Context: an optimization exercise on an open-source flow, tuned for small area, a short achievable clock period and few clock cycles per item. The choices shown serve that exercise and are no tape-out recipe. At most, simulation tests tie the RTL to the original design; equivalence was not proved. Power and IR drop assume default switching activity.

==> v29: inputs <==
## rolling_hash_substring_counter_top
module rolling_hash_substring_counter_top (
  input  logic        clk,
  input  logic        rst_n,
  input  logic        in_valid,
  output logic        in_ready,
  input  logic [1:0]  in_op,
  input  logic [7:0]  in_char,
  output logic        out_valid,
  input  logic        out_ready,
  output logic        out_match,
  output logic [15:0] out_start,
  output logic [15:0] out_count
);
==> module rhsc_queue, before the edit <==
module rhsc_queue (
  input  logic        clk,
  input  logic        rst_n,
  input  logic        r_push,
  input  logic        r_match,
  input  logic        r_restart,
  input  logic [6:0]  r_klen,
  output logic        res_pop,
  output logic        out_valid,
  input  logic        out_ready,
  output logic        out_match,
  output logic [15:0] out_start,
  output logic [15:0] out_count
);
  localparam int D  = rhsc_pkg::RQ_DEPTH;
  localparam int AW = $clog2(D);
  logic [8:0]    q_mem [D];
  logic [AW-1:0] wp_r, rp_r;
  logic [AW:0]   cnt_r;
  logic          q_nonempty;
  logic          load;
  logic [8:0]    e;
  logic          ov_r;
  logic          om_r;
  logic [15:0]   os_r;
  logic [15:0]   cnt_out_r;    
  logic [15:0]   pn_r;         
  assign q_nonempty = (cnt_r != '0);
  assign res_pop    = ov_r && out_ready;
  assign load       = q_nonempty && (!ov_r || out_ready);
  assign e          = q_mem[rp_r];
  function automatic logic [AW-1:0] inc(input logic [AW-1:0] p);
    inc = (p == AW'(D - 1)) ? '0 : p + 1'b1;
  endfunction
  always_ff @(posedge clk) begin
    if (!rst_n) begin
      wp_r  <= '0;
      rp_r  <= '0;
      cnt_r <= '0;
    end else begin
      if (r_push) wp_r <= inc(wp_r);
      if (load)   rp_r <= inc(rp_r);
      if (r_push && !load) cnt_r <= cnt_r + 1'b1;
      else if (!r_push && load) cnt_r <= cnt_r - 1'b1;
    end
  end
  always_ff @(posedge clk) begin
    if (r_push) q_mem[wp_r] <= {r_match, r_restart, r_klen};
  end
  logic [15:0] b_r;
  logic        e_match, e_rs;
  logic [6:0]  e_klen;
  logic [15:0] pcur, scur, n0, n1;
  logic        psat;
  assign e_match = e[8];
  assign e_rs    = e[7];
  assign e_klen  = e[6:0];
  assign pcur    = e_rs ? 16'd0 : pn_r;
  assign scur    = e_rs ? (16'd1 - 16'(e_klen)) : b_r;
  assign psat    = (pcur == 16'hFFFF);
  assign n0      = e_rs ? 16'd0 : cnt_out_r;
  assign n1      = (e_match && n0 != 16'hFFFF) ? n0 + 1'b1 : n0;
  always_ff @(posedge clk) begin
    if (!rst_n) begin
      ov_r      <= 1'b0;
      cnt_out_r <= '0;
      pn_r      <= '0;
    end else begin
      if (load) begin
        ov_r      <= 1'b1;
        cnt_out_r <= n1;
        pn_r      <= psat ? pcur : pcur + 1'b1;
      end else if (res_pop) begin
        ov_r      <= 1'b0;
      end
    end
  end
  always_ff @(posedge clk) begin
    if (load) begin
      om_r <= e_match;
      os_r <= e_match ? scur : 16'd0;
      b_r  <= psat ? scur : scur + 1'b1;
    end
  end
  assign out_valid = ov_r;
  assign out_match = om_r;
  assign out_start = os_r;
  assign out_count = cnt_out_r;
endmodule
make LEC_CHECK=0 ABC_CLOCK_PERIOD_IN_PS=3400 CAP_MARGIN=20 CORE_MARGIN=2 CORE_UTILIZATION=60 SETUP_SLACK_MARGIN=3.2 SLEW_MARGIN=20 SYNTH_HIERARCHICAL=1 SYNTH_MINIMUM_KEEP_SIZE=0 finish   # period 7.0 ns
run.sh (not shown) runs the stock make flow with config.mk's settings and CLKGATE_MAP_FILE= SYNTH_SCRIPT=/design/flow/synth_recipe.tcl, a recipe that flattens the netlist after the stock synthesis.
==> v16 (differences from v29) <==
--- a/flow/design.v
+++ b/flow/design.v
@@ -106,16 +106,17 @@
   logic [15:0] b_r;
   logic        e_match, e_rs;
   logic [6:0]  e_klen;
-  logic [15:0] pcur, scur, n0, n1;
-  logic        psat;
+  logic [15:0] st_rs, n_inc, pn_inc, b_inc;
+  logic        n_sat, pn_sat;
   assign e_match = e[8];
   assign e_rs    = e[7];
   assign e_klen  = e[6:0];
-  assign pcur    = e_rs ? 16'd0 : pn_r;
-  assign scur    = e_rs ? (16'd1 - 16'(e_klen)) : b_r;
-  assign psat    = (pcur == 16'hFFFF);
-  assign n0      = e_rs ? 16'd0 : cnt_out_r;
-  assign n1      = (e_match && n0 != 16'hFFFF) ? n0 + 1'b1 : n0;
+  assign st_rs   = 16'd1 - 16'(e_klen);        
+  assign n_sat   = (cnt_out_r == 16'hFFFF);
+  assign pn_sat  = (pn_r == 16'hFFFF);
+  assign n_inc   = n_sat  ? cnt_out_r : cnt_out_r + 1'b1;
+  assign pn_inc  = pn_sat ? pn_r : pn_r + 1'b1;
+  assign b_inc   = pn_sat ? b_r : b_r + 1'b1;
   always_ff @(posedge clk) begin
     if (!rst_n) begin
       ov_r      <= 1'b0;
@@ -124,8 +125,13 @@
     end else begin
       if (load) begin
         ov_r      <= 1'b1;
-        cnt_out_r <= n1;
-        pn_r      <= psat ? pcur : pcur + 1'b1;
+        if (e_rs) begin
+          cnt_out_r <= {15'd0, e_match};
+          pn_r      <= 16'd1;
+        end else begin
+          cnt_out_r <= e_match ? n_inc : cnt_out_r;
+          pn_r      <= pn_inc;
+        end
       end else if (res_pop) begin
         ov_r      <= 1'b0;
       end
@@ -134,8 +140,8 @@
   always_ff @(posedge clk) begin
     if (load) begin
       om_r <= e_match;
-      os_r <= e_match ? scur : 16'd0;
-      b_r  <= psat ? scur : scur + 1'b1;
+      os_r <= !e_match ? 16'd0 : (e_rs ? st_rs : b_r);
+      b_r  <= e_rs ? st_rs + 16'd1 : b_inc;
     end
   end
   assign out_valid = ov_r;
--- a/flow/config.mk
+++ b/flow/config.mk
@@ -9,7 +9,7 @@
 export CAP_MARGIN = 20
 export CORE_MARGIN = 2
 export CORE_UTILIZATION = 60
-export SETUP_SLACK_MARGIN = 3.2
+export SETUP_SLACK_MARGIN = 3.6
 export SLEW_MARGIN = 20
 export SYNTH_HIERARCHICAL = 1
 export SYNTH_MINIMUM_KEEP_SIZE = 0
==> notes <==
Of v29 and v16, v29 has the higher clock skew (gap 0.014 ns). Sequential cell count is the same in v29 and v16. Of v29 and v16, v29 has the higher via count (gap about 0.9%, measured against v16). Against v16, the synthesized cell count of v29 is higher by about 1.4%. Against v29, the final cell count of v16 is smaller by 0.30%. Between v16 and v29, the lower sequential power is in v29 (gap about 1%, measured against v29). Between v16 and v29, the lower global-route usage is in v29 (gap 0.22 points). Against v16, the critical path depth of v29 is lower by 6. Between v29 and v16, the lower core utilization is in v29 (gap 1.2 points).
==> figures <==
|  | v16 | v29 |
|---|---|---|
| Number of filler cells placed in the layout | 5146 | 5289 |
| Clock period minus worst slack | 3.46 ns | 3.71 ns |
| Max-slew headroom | 29.3% | 27.6% |
| Die outline area | 0.0776 mm^2 | 0.0780 mm^2 |
| Compound-gate portion of the synthesized area | 4.72% | 4.68% |
| Clock latency of the later-clocked register in the worst-skew pair | 0.68 ns | 0.70 ns |
| Seq pwr | 6.62 mW | 6.55 mW |
| Layout cells sized above 1 | 16.0% | 10.7% |
| Setup bufs post-CTS | 24 | 8 |
| Effective utilization at floorplan | 60.7% | 60.9% |
| Status | no timing/DRC/antenna violations | no timing/DRC/antenna violations |
| Area taken by multi-input logic gates | 0.0210 mm^2 | 0.0209 mm^2 |
| Number of cells upsized or downsized after cts | 163 | 24 |
| Synthesized-area fraction occupied by adder cells | 24.7% | 24.5% |
| Slack of the critical path | 3.54 ns | 3.29 ns |
| Number of logic inverters in the finished layout | 187 | 189 |
| Post-Synth Simple-Gate Area | 8.38% | 8.81% |
| Dpl cell area | 0.0469 mm^2 | 0.0471 mm^2 |
| Clock buf count | 110 | 116 |
No run of this note included a check of the RTL's function; only the layout flow was run.

---

==> inputs of nickel <==
rolling_hash_substring_counter_top, a different RTL version from the one above (not shown whole).
Settings: LEC_CHECK=0, ABC_CLOCK_PERIOD_IN_PS=3400, CAP_MARGIN=20, CORE_MARGIN=2, CORE_UTILIZATION=60, SETUP_SLACK_MARGIN=3.6, SLEW_MARGIN=20, SYNTH_HIERARCHICAL=1, SYNTH_MINIMUM_KEEP_SIZE=0; clock period 7.0 ns.
==> lagoon: changes against nickel <==
--- a/flow/config.mk
+++ b/flow/config.mk
@@ -10,3 +10,3 @@
 export CORE_MARGIN = 2
-export CORE_UTILIZATION = 60
+export CORE_UTILIZATION = 70
 export SETUP_SLACK_MARGIN = 3.6
==> results.yml <==
power_and_ir_drop:
  combPwrFrac: 0.429
  switching_power_uw: 6990
cells_and_area:
  synthToLayoutAreaGrowth_pct: 16.2
outcome:
  run_status: "finished clean"
cts:
  post_cts_resize_count: 278
floorplan:
  fp.dieW_um: 256
drt:
  met2_length_um: 53200
The numbers above come from lagoon.

==> results.yml <==
power_and_ir_drop:
  combPwrFrac: 0.413
  switching_power_uw: 6620
cells_and_area:
  final_common_cell: "edfxtp_1"
  synthToLayoutAreaGrowth_pct: 16.6
logic_synthesis:
  synthSimpleGateAreaFrac: 0.0749
cts:
  post_cts_resize_count: 269
outcome:
  run_status: "finished clean"
drt:
  met2_length_um: 45000
floorplan:
  fp.dieW_um: 276
The numbers above come from nickel.

No run of this note included a check of the RTL's function; only the layout flow was run.

---

==> inputs of 11-28 <==
rolling_hash_substring_counter_top with an RTL version that a note above also has.
make LEC_CHECK=0 ABC_CLOCK_PERIOD_IN_PS=3400 CAP_MARGIN=20 CORE_MARGIN=2 CORE_UTILIZATION=60 SETUP_SLACK_MARGIN=3.6 SLEW_MARGIN=20 SYNTH_HIERARCHICAL=1 SYNTH_MINIMUM_KEEP_SIZE=0 finish   # period 7.0 ns
==> 11-10 (differences from 11-28) <==
--- a/flow/config.mk
+++ b/flow/config.mk
@@ -5,11 +5,11 @@
 export SDC_FILE = /design/flow/constraint.sdc
 export NUM_CORES = 4
 export LEC_CHECK = 0
-export ABC_CLOCK_PERIOD_IN_PS = 3400
+export ABC_CLOCK_PERIOD_IN_PS = 3000
 export CAP_MARGIN = 20
 export CORE_MARGIN = 2
-export CORE_UTILIZATION = 60
-export SETUP_SLACK_MARGIN = 3.6
+export CORE_UTILIZATION = 50
+export SETUP_SLACK_MARGIN = 4.0
 export SLEW_MARGIN = 20
 export SYNTH_HIERARCHICAL = 1
 export SYNTH_MINIMUM_KEEP_SIZE = 0
==> 09-09 (differences from 11-28) <==
--- a/flow/design.v
+++ b/flow/design.v
@@ -106,16 +106,17 @@
   logic [15:0] b_r;
   logic        e_match, e_rs;
   logic [6:0]  e_klen;
-  logic [15:0] pcur, scur, n0, n1;
-  logic        psat;
+  logic [15:0] st_rs, n_inc, pn_inc, b_inc;
+  logic        n_sat, pn_sat;
   assign e_match = e[8];
   assign e_rs    = e[7];
   assign e_klen  = e[6:0];
-  assign pcur    = e_rs ? 16'd0 : pn_r;
-  assign scur    = e_rs ? (16'd1 - 16'(e_klen)) : b_r;
-  assign psat    = (pcur == 16'hFFFF);
-  assign n0      = e_rs ? 16'd0 : cnt_out_r;
-  assign n1      = (e_match && n0 != 16'hFFFF) ? n0 + 1'b1 : n0;
+  assign st_rs   = 16'd1 - 16'(e_klen);        
+  assign n_sat   = (cnt_out_r == 16'hFFFF);
+  assign pn_sat  = (pn_r == 16'hFFFF);
+  assign n_inc   = n_sat  ? cnt_out_r : cnt_out_r + 1'b1;
+  assign pn_inc  = pn_sat ? pn_r : pn_r + 1'b1;
+  assign b_inc   = pn_sat ? b_r : b_r + 1'b1;
   always_ff @(posedge clk) begin
     if (!rst_n) begin
       ov_r      <= 1'b0;
@@ -124,8 +125,13 @@
     end else begin
       if (load) begin
         ov_r      <= 1'b1;
-        cnt_out_r <= n1;
-        pn_r      <= psat ? pcur : pcur + 1'b1;
+        if (e_rs) begin
+          cnt_out_r <= {15'd0, e_match};
+          pn_r      <= 16'd1;
+        end else begin
+          cnt_out_r <= e_match ? n_inc : cnt_out_r;
+          pn_r      <= pn_inc;
+        end
       end else if (res_pop) begin
         ov_r      <= 1'b0;
       end
@@ -134,8 +140,8 @@
   always_ff @(posedge clk) begin
     if (load) begin
       om_r <= e_match;
-      os_r <= e_match ? scur : 16'd0;
-      b_r  <= psat ? scur : scur + 1'b1;
+      os_r <= !e_match ? 16'd0 : (e_rs ? st_rs : b_r);
+      b_r  <= e_rs ? st_rs + 16'd1 : b_inc;
     end
   end
   assign out_valid = ov_r;
--- a/flow/config.mk
+++ b/flow/config.mk
@@ -13,3 +13,4 @@
 export SLEW_MARGIN = 20
 export SYNTH_HIERARCHICAL = 1
 export SYNTH_MINIMUM_KEEP_SIZE = 0
+export TNS_END_PERCENT = 10
==> summary.txt <==
quantity                                                      11-10      09-09      11-28
Outcome                            no timing/DRC/antenna violations  no timing/DRC/antenna violations  no timing/DRC/antenna violations
Final hold slack                                             411 ps     400 ps     385 ps
Filler Cell Count                                             6,746      5,149      5,111
Clock network fraction of total power                         26.5%      29.4%      28.8%
Count of clock-net buffers in the final layout                  118        110        112
Number of core rows                                             110        100        100
Required time worst endpoint                                7600 ps    7500 ps    7500 ps
Violation count after the first detailed-route iteration      2,102      1,584      1,887
Seq pwr share                                                 35.2%      37.2%      37.0%
TritonCTS buffer count                                           94         90         91
Clock group power                                         0.00495 W  0.00521 W  0.00512 W
Multi-In Gates                                                2,032      1,999      2,031
Global-route wire length before repair                       164 mm     151 mm     152 mm
Power attributed to sequential cells                      0.00657 W  0.00659 W  0.00657 W
Number of buffers outside the clock class in the layout         302        103        147
Met1 Wirelength                                             48.4 mm    43.4 mm    43.1 mm
Fraction of area in clock buffers and inverters               5.63%      6.46%      6.23%
Function was not checked in any run of this note: the RTL went through the layout flow alone.

---

==> 10-21 <==
Another version of the RTL of rolling_hash_substring_counter_top (not shown whole).
Settings: LEC_CHECK=0, ABC_CLOCK_PERIOD_IN_PS=3300, CAP_MARGIN=20, CORE_MARGIN=2, CORE_UTILIZATION=60, CTS_CLUSTER_DIAMETER=80, CTS_CLUSTER_SIZE=28, SETUP_SLACK_MARGIN=3.7, SLEW_MARGIN=20, SYNTH_HIERARCHICAL=1, SYNTH_MINIMUM_KEEP_SIZE=0; clock period 7.0 ns.
==> inputs of 05-14, as changes to 10-21 <==
Settings changed: ABC_CLOCK_PERIOD_IN_PS 3300 to 3100, SETUP_SLACK_MARGIN 3.7 to 3.9.
==> impl_results.rst <==
.. list-table::
   :header-rows: 1

   * - Metric
     - Value
   * - Status
     - finished clean
   * - Cell-by-cell trace of the critical path
     - inv_1, fa_1, fa_1, fa_1, ha_1, xor2_1, nand4_1, or4_4, nor3_4
   * - Met2 wire length
     - ~52000 µm
   * - Antenna violations before repair
     - 2
   * - Seq. cell area
     - 24300 µm²
   * - Area growth, synth to finish
     - 13.7%
   * - Per-cell via count in the routed design
     - about 6.0
   * - Critical path required time
     - between 7 and 8 ns
   * - Internal power summed over all cells
     - between 10 and 15 mW
   * - Final instance area
     - between 50000 and 60000 µm²
   * - Combinational group power
     - about 6.4 mW
   * - Min Hold Slack
     - 0.358 ns
   * - Met3 routing resource usage after global routing
     - between 4 and 5%
   * - Most frequent cells in the layout
     - sky130_fd_sc_hd__edfxtp_1, sky130_fd_sc_hd__fa_1, sky130_fd_sc_hd__nor2_1
the above is filed under 05-14

==> impl_results.rst <==
.. list-table::
   :header-rows: 1

   * - Metric
     - Value
   * - Seq. cell area
     - 24200 µm²
   * - Most frequent cells in the layout
     - sky130_fd_sc_hd__edfxtp_1, sky130_fd_sc_hd__fa_1, sky130_fd_sc_hd__nor2_1
   * - Internal power summed over all cells
     - 10.4 mW
   * - Per-cell via count in the routed design
     - slightly below 6
   * - Critical path required time
     - ~7.4 ns
   * - Status
     - finished clean
   * - Cell-by-cell trace of the critical path
     - inv_2, fa_2, fa_2, fa_1, fa_1, xnor2_2, nor4_2, nand4_1, nor3_4
   * - Final instance area
     - between 50000 and 60000 µm²
the above is filed under 10-21

No functional check of the RTL was part of any run of this note.

---

==> inputs of job 9286 <==
rolling_hash_substring_counter_top, a different RTL version from the one above (not shown whole).
clock: 7.0 ns
lec_check: 0
abc_area: 1
abc_clock_period_in_ps: 3100
cap_margin: 20
core_margin: 2
core_utilization: 60
cts_cluster_diameter: 80
cts_cluster_size: 28
setup_slack_margin: 3.9
slew_margin: 20
synth_hierarchical: 1
synth_minimum_keep_size: 0
==> job 683: changes against job 9286 <==
--- a/flow/design.v
+++ b/flow/design.v
@@ -5,13 +5,13 @@
   localparam int CHAR_W      = 8;
   localparam logic [1:0] OP_KEY   = 2'd0;
   localparam logic [1:0] OP_TEXT  = 2'd1;
   localparam logic [1:0] OP_CLEAR = 2'd2;
   localparam logic [31:0] INV31 = 32'hBDEF7BDF;
   localparam logic [31:0] S31   = 32'h42108421;
-  localparam int RQ_DEPTH = 5;
+  localparam int RQ_DEPTH = 6;
 endpackage
 module rhsc_front (
   input  logic       clk,
   input  logic       rst_n,
   input  logic       in_valid,
   input  logic [1:0] in_op,
@@ -64,18 +64,17 @@
       bt[i] = (cx[2*i+2] & ~cx[2*i+1] & ~cx[2*i]) | (~cx[2*i+2] & cx[2*i+1] & cx[2*i]);
       bn[i] = cx[2*i+2];
     end
   end
   always_ff @(posedge clk) begin
     s0_op  <= in_op;
+    s0_chr <= in_char;
     s0_bo  <= bo;
     s0_bt  <= bt;
     s0_bn  <= bn;
   end
-  assign s0_chr = {s0_bn[3], s0_bo[3] ^ s0_bn[2], s0_bn[2], s0_bo[2] ^ s0_bn[1],
-                   s0_bn[1], s0_bo[1] ^ s0_bn[0], s0_bn[0], s0_bo[0]};
   assign in_ready = rdy_r;
 endmodule
 module rhsc_queue (
   input  logic        clk,
   input  logic        rst_n,
   input  logic        r_push,
@@ -98,58 +97,51 @@
   logic          load;
   logic [8:0]    e;
   logic          ov_r;
   logic          om_r;
   logic [15:0]   os_r;
   logic [15:0]   cnt_out_r;    
-  logic [6:0]    nl_r;         
-  logic          lz_r;         
-  logic       byp;             
-  logic       avail;
-  logic       q_pop, q_push;
+  logic [15:0]   pn_r;         
   assign q_nonempty = cnt_r[0];
-  assign byp        = !q_nonempty;
-  assign avail      = q_nonempty || r_push;
   assign res_pop    = ov_r && out_ready;
-  assign load       = avail && (!ov_r || out_ready);
-  assign q_pop      = load && q_nonempty;
-  assign q_push     = r_push && !(load && byp);
-  assign e          = byp ? {r_match, r_restart, r_klen} : q_mem[rp_r];
+  assign load       = q_nonempty && (!ov_r || out_ready);
+  assign e          = q_mem[rp_r];
   function automatic logic [AW-1:0] inc(input logic [AW-1:0] p);
     inc = (p == AW'(D - 1)) ? '0 : p + 1'b1;
   endfunction
   always_ff @(posedge clk) begin
     if (!rst_n) begin
       wp_r  <= '0;
       rp_r  <= '0;
       cnt_r <= '0;
     end else begin
-      if (q_push) wp_r <= inc(wp_r);
-      if (q_pop)  rp_r <= inc(rp_r);
-      if (q_push && !q_pop) begin
+      if (r_push) wp_r <= inc(wp_r);
+      if (load)   rp_r <= inc(rp_r);
+      if (r_push && !load) begin
         cnt_r <= {cnt_r[D-2:0], 1'b1};
-      end else if (!q_push && q_pop) begin
+      end else if (!r_push && load) begin
         cnt_r <= {1'b0, cnt_r[D-1:1]};
       end
     end
   end
   always_ff @(posedge clk) begin
-    if (q_push) q_mem[wp_r] <= {r_match, r_restart, r_klen};
+    if (r_push) q_mem[wp_r] <= {r_match, r_restart, r_klen};
   end
   logic [15:0] b_r;
   logic        e_match, e_rs;
   logic [6:0]  e_klen;
-  logic [15:0] st_rs, n_inc, b_inc;
+  logic [15:0] st_rs, n_inc, pn_inc, b_inc;
   logic        n_sat, pn_sat;
   assign e_match = e[8];
   assign e_rs    = e[7];
   assign e_klen  = e[6:0];
   assign st_rs   = 16'd1 - 16'(e_klen);        
   assign n_sat   = (cnt_out_r == 16'hFFFF);
-  assign pn_sat  = lz_r ? (b_r == 16'd0) : (b_r[15:7] == 9'h1FF && b_r[6:0] == nl_r);
+  assign pn_sat  = (pn_r == 16'hFFFF);
   assign n_inc   = n_sat  ? cnt_out_r : cnt_out_r + 1'b1;
+  assign pn_inc  = pn_sat ? pn_r : pn_r + 1'b1;
   assign b_inc   = pn_sat ? b_r : b_r + 1'b1;
   always_ff @(posedge clk) begin
     if (!rst_n) begin
       ov_r <= 1'b0;
     end else if (load) begin
       ov_r <= 1'b1;
@@ -158,16 +150,16 @@
     end
   end
   always_ff @(posedge clk) begin
     if (load) begin
       if (e_rs) begin
         cnt_out_r <= {15'd0, e_match};
-        nl_r      <= 7'd0 - e_klen;
-        lz_r      <= (e_klen == 7'd0);
+        pn_r      <= 16'd1;
       end else begin
         cnt_out_r <= e_match ? n_inc : cnt_out_r;
+        pn_r      <= pn_inc;
       end
     end
   end
   always_ff @(posedge clk) begin
     if (load) begin
       om_r <= e_match;
@@ -2014,40 +2006,43 @@
   assign ct_w235 = ct_w224 ^ ct_w226 ^ ct_w234;
   assign ct_w236 = ct_w228 ^ ct_w235 ^ ct_w230;
   assign ca = {ct_w236, ct_w218, ct_w208, ct_w198, ct_w188, ct_w178, ct_w168, ct_w160, ct_w152, ct_w144, ct_w143, ct_w128, ct_w120, ct_w112, ct_w104, ct_w103, ct_w88, ct_w80, ct_w72, ct_w69, ct_w61, ct_w55, ct_w42, ct_w36, ct_w30, ct_w27, ct_w18, ct_w14, ct_w10, ct_w7, ct_w5, nj[0]};
   assign cb = {1'b0, ct_w229, ct_w217, ct_w207, ct_w197, ct_w187, ct_w177, ct_w167, ct_w159, ct_w151, ct_w136, ct_w135, ct_w127, ct_w119, ct_w111, ct_w96, ct_w95, ct_w87, ct_w79, ct_w71, ct_w63, ct_w48, ct_w47, ct_w41, ct_w35, ct_w29, ct_w23, ct_w17, ct_w13, ct_w9, ct_w3, ct_w1};
   logic       restart_r;
   logic [6:0] klen3_r;
-  logic       s4_text, s4_elig;
   always_ff @(posedge clk) begin
     if (!rst_n) begin
       restart_r <= 1'b1;
       klen3_r   <= '0;
     end else begin
       if (s3_clr) klen3_r <= '0;
       else if (s3_key) klen3_r <= klen3_r + 1'b1;
       if (s3_clr || s3_key) restart_r <= 1'b1;
-      else if (s4_text) restart_r <= 1'b0;
+      else if (s3_text) restart_r <= 1'b0;
     end
   end
   logic [7:0] eq_r;
+  logic       s4_text, s4_elig, s4_rs;
+  logic [6:0] s4_klen;
   always_ff @(posedge clk) begin
     if (!rst_n) begin
       s4_text <= 1'b0;
     end else begin
       s4_text <= s3_text;
     end
   end
   always_ff @(posedge clk) begin
     for (int g = 0; g < 8; g++) eq_r[g] <= &(ca[4*g +: 4] ^ cb[4*g +: 4]);
     s4_elig <= s3_elig;
+    s4_rs   <= restart_r;
+    s4_klen <= klen3_r;
   end
   assign r_push    = s4_text;
   assign r_match   = s4_elig && (&eq_r);
-  assign r_restart = restart_r;
-  assign r_klen    = klen3_r;
+  assign r_restart = s4_rs;
+  assign r_klen    = s4_klen;
 endmodule
 module rhsc_fa (
   input  logic a,
   input  logic b,
   input  logic c,
   output logic s,
==> flow/config.mk (replaced) <==
export PLATFORM = sky130hd
export DESIGN_NAME = rolling_hash_substring_counter_top
export DESIGN_NICKNAME = rolling_hash_substring_counter_top
export VERILOG_FILES = /design/flow/design.v
export SDC_FILE = /design/flow/constraint.sdc
export NUM_CORES = 4
export LEC_CHECK = 0
export ABC_CLOCK_PERIOD_IN_PS = 3100
export CAP_MARGIN = 20
export CORE_MARGIN = 2
export CORE_UTILIZATION = 65
export CTS_CLUSTER_DIAMETER = 80
export CTS_CLUSTER_SIZE = 28
export SETUP_SLACK_MARGIN = 3.9
export SLEW_MARGIN = 20
export SYNTH_HIERARCHICAL = 1
export SYNTH_MINIMUM_KEEP_SIZE = 0
==> job 6770: changes against job 9286 <==
--- a/flow/design.v
+++ b/flow/design.v
@@ -5,13 +5,13 @@
   localparam int CHAR_W      = 8;
   localparam logic [1:0] OP_KEY   = 2'd0;
   localparam logic [1:0] OP_TEXT  = 2'd1;
   localparam logic [1:0] OP_CLEAR = 2'd2;
   localparam logic [31:0] INV31 = 32'hBDEF7BDF;
   localparam logic [31:0] S31   = 32'h42108421;
-  localparam int RQ_DEPTH = 5;
+  localparam int RQ_DEPTH = 6;
 endpackage
 module rhsc_front (
   input  logic       clk,
   input  logic       rst_n,
   input  logic       in_valid,
   input  logic [1:0] in_op,
@@ -64,18 +64,17 @@
       bt[i] = (cx[2*i+2] & ~cx[2*i+1] & ~cx[2*i]) | (~cx[2*i+2] & cx[2*i+1] & cx[2*i]);
       bn[i] = cx[2*i+2];
     end
   end
   always_ff @(posedge clk) begin
     s0_op  <= in_op;
+    s0_chr <= in_char;
     s0_bo  <= bo;
     s0_bt  <= bt;
     s0_bn  <= bn;
   end
-  assign s0_chr = {s0_bn[3], s0_bo[3] ^ s0_bn[2], s0_bn[2], s0_bo[2] ^ s0_bn[1],
-                   s0_bn[1], s0_bo[1] ^ s0_bn[0], s0_bn[0], s0_bo[0]};
   assign in_ready = rdy_r;
 endmodule
 module rhsc_queue (
   input  logic        clk,
   input  logic        rst_n,
   input  logic        r_push,
@@ -98,58 +97,51 @@
   logic          load;
   logic [8:0]    e;
   logic          ov_r;
   logic          om_r;
   logic [15:0]   os_r;
   logic [15:0]   cnt_out_r;    
-  logic [6:0]    nl_r;         
-  logic          lz_r;         
-  logic       byp;             
-  logic       avail;
-  logic       q_pop, q_push;
+  logic [15:0]   pn_r;         
   assign q_nonempty = cnt_r[0];
-  assign byp        = !q_nonempty;
-  assign avail      = q_nonempty || r_push;
   assign res_pop    = ov_r && out_ready;
-  assign load       = avail && (!ov_r || out_ready);
-  assign q_pop      = load && q_nonempty;
-  assign q_push     = r_push && !(load && byp);
-  assign e          = byp ? {r_match, r_restart, r_klen} : q_mem[rp_r];
+  assign load       = q_nonempty && (!ov_r || out_ready);
+  assign e          = q_mem[rp_r];
   function automatic logic [AW-1:0] inc(input logic [AW-1:0] p);
     inc = (p == AW'(D - 1)) ? '0 : p + 1'b1;
   endfunction
   always_ff @(posedge clk) begin
     if (!rst_n) begin
       wp_r  <= '0;
       rp_r  <= '0;
       cnt_r <= '0;
     end else begin
-      if (q_push) wp_r <= inc(wp_r);
-      if (q_pop)  rp_r <= inc(rp_r);
-      if (q_push && !q_pop) begin
+      if (r_push) wp_r <= inc(wp_r);
+      if (load)   rp_r <= inc(rp_r);
+      if (r_push && !load) begin
         cnt_r <= {cnt_r[D-2:0], 1'b1};
-      end else if (!q_push && q_pop) begin
+      end else if (!r_push && load) begin
         cnt_r <= {1'b0, cnt_r[D-1:1]};
       end
     end
   end
   always_ff @(posedge clk) begin
-    if (q_push) q_mem[wp_r] <= {r_match, r_restart, r_klen};
+    if (r_push) q_mem[wp_r] <= {r_match, r_restart, r_klen};
   end
   logic [15:0] b_r;
   logic        e_match, e_rs;
   logic [6:0]  e_klen;
-  logic [15:0] st_rs, n_inc, b_inc;
+  logic [15:0] st_rs, n_inc, pn_inc, b_inc;
   logic        n_sat, pn_sat;
   assign e_match = e[8];
   assign e_rs    = e[7];
   assign e_klen  = e[6:0];
   assign st_rs   = 16'd1 - 16'(e_klen);        
   assign n_sat   = (cnt_out_r == 16'hFFFF);
-  assign pn_sat  = lz_r ? (b_r == 16'd0) : (b_r[15:7] == 9'h1FF && b_r[6:0] == nl_r);
+  assign pn_sat  = (pn_r == 16'hFFFF);
   assign n_inc   = n_sat  ? cnt_out_r : cnt_out_r + 1'b1;
+  assign pn_inc  = pn_sat ? pn_r : pn_r + 1'b1;
   assign b_inc   = pn_sat ? b_r : b_r + 1'b1;
   always_ff @(posedge clk) begin
     if (!rst_n) begin
       ov_r <= 1'b0;
     end else if (load) begin
       ov_r <= 1'b1;
@@ -158,16 +150,16 @@
     end
   end
   always_ff @(posedge clk) begin
     if (load) begin
       if (e_rs) begin
         cnt_out_r <= {15'd0, e_match};
-        nl_r      <= 7'd0 - e_klen;
-        lz_r      <= (e_klen == 7'd0);
+        pn_r      <= 16'd1;
       end else begin
         cnt_out_r <= e_match ? n_inc : cnt_out_r;
+        pn_r      <= pn_inc;
       end
     end
   end
   always_ff @(posedge clk) begin
     if (load) begin
       om_r <= e_match;
@@ -2014,40 +2006,43 @@
   assign ct_w235 = ct_w224 ^ ct_w226 ^ ct_w234;
   assign ct_w236 = ct_w228 ^ ct_w235 ^ ct_w230;
   assign ca = {ct_w236, ct_w218, ct_w208, ct_w198, ct_w188, ct_w178, ct_w168, ct_w160, ct_w152, ct_w144, ct_w143, ct_w128, ct_w120, ct_w112, ct_w104, ct_w103, ct_w88, ct_w80, ct_w72, ct_w69, ct_w61, ct_w55, ct_w42, ct_w36, ct_w30, ct_w27, ct_w18, ct_w14, ct_w10, ct_w7, ct_w5, nj[0]};
   assign cb = {1'b0, ct_w229, ct_w217, ct_w207, ct_w197, ct_w187, ct_w177, ct_w167, ct_w159, ct_w151, ct_w136, ct_w135, ct_w127, ct_w119, ct_w111, ct_w96, ct_w95, ct_w87, ct_w79, ct_w71, ct_w63, ct_w48, ct_w47, ct_w41, ct_w35, ct_w29, ct_w23, ct_w17, ct_w13, ct_w9, ct_w3, ct_w1};
   logic       restart_r;
   logic [6:0] klen3_r;
-  logic       s4_text, s4_elig;
   always_ff @(posedge clk) begin
     if (!rst_n) begin
       restart_r <= 1'b1;
       klen3_r   <= '0;
     end else begin
       if (s3_clr) klen3_r <= '0;
       else if (s3_key) klen3_r <= klen3_r + 1'b1;
       if (s3_clr || s3_key) restart_r <= 1'b1;
-      else if (s4_text) restart_r <= 1'b0;
+      else if (s3_text) restart_r <= 1'b0;
     end
   end
   logic [7:0] eq_r;
+  logic       s4_text, s4_elig, s4_rs;
+  logic [6:0] s4_klen;
   always_ff @(posedge clk) begin
     if (!rst_n) begin
       s4_text <= 1'b0;
     end else begin
       s4_text <= s3_text;
     end
   end
   always_ff @(posedge clk) begin
     for (int g = 0; g < 8; g++) eq_r[g] <= &(ca[4*g +: 4] ^ cb[4*g +: 4]);
     s4_elig <= s3_elig;
+    s4_rs   <= restart_r;
+    s4_klen <= klen3_r;
   end
   assign r_push    = s4_text;
   assign r_match   = s4_elig && (&eq_r);
-  assign r_restart = restart_r;
-  assign r_klen    = klen3_r;
+  assign r_restart = s4_rs;
+  assign r_klen    = s4_klen;
 endmodule
 module rhsc_fa (
   input  logic a,
   input  logic b,
   input  logic c,
   output logic s,
==> flow/config.mk (replaced) <==
export PLATFORM = sky130hd
export DESIGN_NAME = rolling_hash_substring_counter_top
export DESIGN_NICKNAME = rolling_hash_substring_counter_top
export VERILOG_FILES = /design/flow/design.v
export SDC_FILE = /design/flow/constraint.sdc
export NUM_CORES = 4
export LEC_CHECK = 0
export ABC_CLOCK_PERIOD_IN_PS = 3100
export CAP_MARGIN = 20
export CORE_MARGIN = 2
export CORE_UTILIZATION = 55
export CTS_CLUSTER_DIAMETER = 80
export CTS_CLUSTER_SIZE = 28
export SETUP_SLACK_MARGIN = 3.9
export SLEW_MARGIN = 20
export SYNTH_HIERARCHICAL = 1
export SYNTH_MINIMUM_KEEP_SIZE = 0
==> summary.txt <==
| quantity | job 9286 | job 683 | job 6770 |
|---|---|---|---|
| FILL cells | 5775 | 4761 | 6646 |
| Clock tree cell share of total cell area | 3.15% | 3.09% | 3.15% |
| Vias in the first global route | 28300 | 25800 | 25200 |
| Gate count of the mapped netlist | 3796 | 3296 | 3296 |
| EDFF count, synth | 614 | 631 | 631 |
| Internal power | 9.63 mW | 10.1 mW | 10.1 mW |
| Finished Core Util | 66.1% | 70.8% | 60.0% |
| Largest net degree at the start of global routing | 215 | 201 | 205 |
| Wire length of the first global-routing pass | 164 mm | 149 mm | 147 mm |
| Run status | complete, no violations | complete, no violations | complete, no violations |
| Area share of the largest cell type after synthesis | 39.4% | 40.4% | 40.4% |
| Worst slack, placed | 2.62 ns | 3.10 ns | 2.89 ns |
| Die ar. | 80200 um2 | 74300 um2 | 87700 um2 |
| Adder-cell share of the synthesized area | 23.4% | 23.2% | 23.2% |
| Avg Inst Size Synth | 12.3 um2 | 14.2 um2 | 14.2 um2 |
| Unique cell type count in the Yosys netlist | 63 | 85 | 85 |
| Power in combinational cells | 4.97 mW | 5.09 mW | 5.03 mW |
| Transition time at the pin with the least slew margin | 1.05 ns | 1.01 ns | 1.01 ns |
| Clock buffer count from CTS | 46 | 47 | 48 |
| Diodes inserted | 1 | 0 | 0 |
| Startpoint of the most critical hold path | u_back.s2_elig$_DFF_P_ | u_back.s3_elig$_DFF_P_ | u_back.s3_elig$_DFF_P_ |
| End of the worst register-to-register path | u_back.nyb_r[21]$_SDFFE_PP1P_ | u_back.nyb_r[20]$_SDFFE_PP1P_ | u_back.nyb_r[22]$_SDFFE_PP1P_ |
| FF-to-FF Start | u_back.nya_r[13]$_SDFFE_PP1P_ | u_back.nya_r[18]$_SDFFE_PP1P_ | u_back.nyb_r[19]$_SDFFE_PP1P_ |
| Length of routed met2 wiring | 47.7 mm | 45.9 mm | 42.3 mm |
Testbench counts of job 9286, summed over its fixed seeds: cycles 24,804, items 22,232.
For job 683 and job 6770, only the layout was checked, not whether the RTL still works.

-- what the ideal ports hide --
The results above use ideal ports. As a check the final layouts listed here were re-extracted and re-timed, cells and wires unchanged. Step 1, drivers: a clkbuf_16 drives clk and a buf_2 each remaining input, both assumed. Step 2 times the ports against the registers' clock, not the clock port: input delays grow and output delays shrink by t, the midpoint of the rising clock arrivals with the driver on. Three values: ideal, step 1, step 2; two values: the first two.
| run | t (ns) | slack for setup (ns) | slew at the worst register clock pin (ns) | worst slew at a driven data input, ns | cell pins on the clock port's net |
|---|---|---|---|---|---|
| v29 | 0.723 | 3.292 / 3.292 / 3.008 | 0.07 / 0.07 | 0.04 | 1 |
| v16 | 0.710 | 3.536 / 3.536 / 3.220 | 0.07 / 0.07 | 0.04 | 1 |
| nickel | 0.713 | 3.128 / 3.128 / 3.128 | 0.07 / 0.07 | 0.05 | 1 |
| lagoon | 0.722 | 3.030 / 3.030 / 3.027 | 0.08 / 0.08 | 0.05 | 1 |
| 11-28 | 0.716 | 3.543 / 3.543 / 3.122 | 0.07 / 0.07 | 0.04 | 1 |
| 11-10 | 0.739 | 3.586 / 3.586 / 3.568 | 0.07 / 0.07 | 0.04 | 1 |
| 09-09 | 0.720 | 3.357 / 3.357 / 3.038 | 0.07 / 0.07 | 0.08 | 1 |
| 10-21 | 0.699 | 3.380 / 3.380 / 3.229 | 0.11 / 0.11 | 0.06 | 1 |
| 05-14 | 0.691 | 3.463 / 3.463 / 3.382 | 0.11 / 0.11 | 0.09 | 1 |
| job 9286 | 0.697 | 3.900 / 3.900 / 3.318 | 0.11 / 0.11 | 0.04 | 1 |
| job 683 | 0.697 | 3.902 / 3.866 / 3.419 | 0.11 / 0.11 | 0.07 | 1 |
| job 6770 | 0.701 | 3.899 / 3.896 / 3.437 | 0.11 / 0.11 | 0.06 | 1 |
After both steps setup and hold are still met in every run listed. For job 9286, which loses most, drivers alone change the setup slack by 0.000 ns; drivers and shift together by -0.582 ns.
